This design comes from an exercise in tuning for a short achievable clock period and few clock cycles on the open sky130 flow, not from production work.
Function was checked by simulation only, so behaviour that the tests miss may differ from the original.
No driver is modelled on the clock port, so clocking that relies on it looks cheaper here than on a real chip.
No activity file was given, so power comes from the tool's default toggle rates.

## the baseline
Design axiToAhbBridge, start of the top module:
module axiToAhbBridge (
    input  wire                                 ACLK,
    input  wire                                 rst,
    input  wire                                 awValid,
    output logic                                awReady,
    input  wire [axiAhbPkg::IdWidth-1:0]        awId,
    input  wire [axiAhbPkg::AddrWidth-1:0]      awAddr,
    input  wire [axiAhbPkg::BeatIdxWidth-1:0]   awLen,
    input  wire axiAhbPkg::axiSize_e            awSize,
    input  wire                                 wValid,
    output logic                                wReady,
    input  wire [axiAhbPkg::DataWidth-1:0]      wData,
    input  wire                                 wLast,
    output logic                                bValid,
    input  wire                                 bReady,
    output logic [axiAhbPkg::IdWidth-1:0]       bId,
    output axiAhbPkg::axiResp_e                 bResp,
    input  wire                                 arValid,
    output logic                                arReady,
    input  wire [axiAhbPkg::IdWidth-1:0]        arId,
    input  wire [axiAhbPkg::AddrWidth-1:0]      arAddr,
    input  wire [axiAhbPkg::BeatIdxWidth-1:0]   arLen,
    input  wire axiAhbPkg::axiSize_e            arSize,
    output logic                                rValid,
    input  wire                                 rReady,
    output logic [axiAhbPkg::IdWidth-1:0]       rId,
    output logic [axiAhbPkg::DataWidth-1:0]     rData,
    output axiAhbPkg::axiResp_e                 rResp,
    output logic                                rLast,
    output logic [axiAhbPkg::AddrWidth-1:0]     hAddr,
    output logic                                hWrite,
    output logic [2:0]                          hSize,
    output axiAhbPkg::ahbTrans_e                hTrans,
    output logic [axiAhbPkg::DataWidth-1:0]     hWData,
    input  wire [axiAhbPkg::DataWidth-1:0]      hRData,
    input  wire                                 hReady,
    input  wire                                 hResp
);
For scale: roughly 580 flip-flops, ~280 I/O pins, ~0.022 mm2 of cells after synthesis.
export LEC_CHECK = 0
export ABC_CLOCK_PERIOD_IN_PS = 2000
export CAP_MARGIN = 20
export CORE_MARGIN = 2
export CORE_UTILIZATION = 55
export SETUP_SLACK_MARGIN = 3.3
export SLEW_MARGIN = 20
create_clock -name core_clock -period 5.5 [get_ports {ACLK}]
run.sh (not shown) runs the stock make flow with config.mk's settings and CLKGATE_MAP_FILE= SYNTH_SCRIPT=/design/flow/synth_recipe.tcl, a recipe that flattens the netlist after the stock synthesis.
The baseline finished end to end and its layout was clean on timing, DRC and antenna.
Testbench counts of the baseline, summed over its fixed seeds: cycles 21,232.
diff inputs: the baseline => the candidate
==> flow/flow/run.sh (new file) <==
#!/bin/bash
# The standard layout, except that
#  - the port buffers are buf_4 cells (buffer_ports' default here is a delay
#    buffer, clkdlybuf4s50_1), and
#  - after clock tree synthesis the clock port drives the tree's first-level
#    buffers directly and timing is repaired again (see post_cts.tcl).
set -euo pipefail
cd "$(dirname "$0")/.."
export POST_CTS_TCL="$PWD/flow/post_cts.tcl"
export BUFFER_PORTS_ARGS="-buffer_cell sky130_fd_sc_hd__buf_4"
bash standard.sh finish > flow_make.log 2>&1
==> flow/flow/post_cts.tcl (new file) <==
set block [ord::get_db_block]
set clkNet [$block findNet ACLK]
set rootInst ""
set nIn 0
foreach it [$clkNet getITerms] {
  if {[$it isInputSignal]} { set rootInst [$it getInst]; incr nIn }
}
if {$nIn != 1} {
  puts "post_cts: the clock port feeds $nIn cell pins; tree left as it is"
  return
}
set rootOutNet ""
foreach it [$rootInst getITerms] {
  if {[$it isOutputSignal]} { set rootOutNet [$it getNet] }
}
set loads {}
foreach it [$rootOutNet getITerms] {
  if {[$it isInputSignal]} { lappend loads $it }
}
if {[llength $loads] > 4 || [llength [$rootOutNet getBTerms]] > 0} {
  puts "post_cts: root [$rootInst getName] drives [llength $loads] pins; tree left as it is"
  return
}
puts "post_cts: removing root buffer [$rootInst getName]; the clock port now drives [llength $loads] buffers"
foreach it $loads {
  $it disconnect
  $it connect $clkNet
}
foreach it [$rootInst getITerms] {
  if {[$it getNet] ne "NULL"} { $it disconnect }
}
odb::dbInst_destroy $rootInst
odb::dbNet_destroy $rootOutNet

# Repair timing again for the shorter clock paths, as the cts step does after
# clock tree synthesis, and legalize the placement.
estimate_parasitics -placement
report_clock_skew
repair_timing_helper
detailed_placement
check_placement -verbose
estimate_parasitics -placement
report_clock_skew
report_worst_slack -max
==> flow/standard.sh (new file) <==
#!/bin/bash
# synth_recipe.tcl (not shown) runs the flow's synth.tcl, then flattens the netlist and writes it again
# the make line also repeats each setting of config.mk as NAME=value (left out here)
make -C /OpenROAD-flow-scripts/flow DESIGN_CONFIG=/design/flow/config.mk WORK_HOME=/design/flow/orfs CLKGATE_MAP_FILE= SYNTH_SCRIPT=/design/flow/synth_recipe.tcl "${@:-finish}"
removed: flow/run.sh
==> summary.txt <==
- The baseline was routed with more vias than the candidate.
- Relative to the baseline, the clock-buffer cell count measured on the candidate has decreased by a little under 10%.
- The candidate vs. the baseline: clock latency at the later pin of the worst-skew pair fell by 190 ps; worst hold-check slack stayed essentially flat.
- Taking the baseline as the reference, in the candidate combined global-route utilization of all metal layers now sits lower; cell area fell 0.36%; highest attainable clock frequency has increased; number of signal-net buffers in the layout dropped about 0.32%.
- Looking only at final total power, and setting everything else aside, the higher value of the baseline and the candidate goes to the candidate.
- Run comparison: the baseline startpoint-to-endpoint class of the critical path reg2out; the candidate startpoint-to-endpoint class of the critical path in2reg

-- separate check: timing with driven ports --
How much do the figures lean on ideal ports? The routed layouts below were timed once more, with nothing changed but the port constraints.
Step 1 sets driving cells, clkbuf_16 on the clock port and buf_2 on the other inputs (assumed; they add their load-dependent delay and slew).
Step 2 also shifts input and output timing later by t, the mid clock arrival at the registers, as if the neighbouring blocks saw the same clock.
Slacks: ideal ports / drivers / drivers and shift; pairs: ideal ports / drivers.
run	shift t [ns]	setup WS [ns]	hold slack, ns	worst setup path after step 2
the baseline	0.644	3.334 / 3.278 / 2.667	0.439 / 0.439 / 0.439	input to register
the candidate	0.510	3.388 / 3.403 / 2.929	0.437 / 0.437 / 0.437	input to register
After both steps setup and hold are still met in every run listed. For the baseline, which loses most, drivers alone change the setup slack by -0.056 ns; drivers and shift together by -0.667 ns.
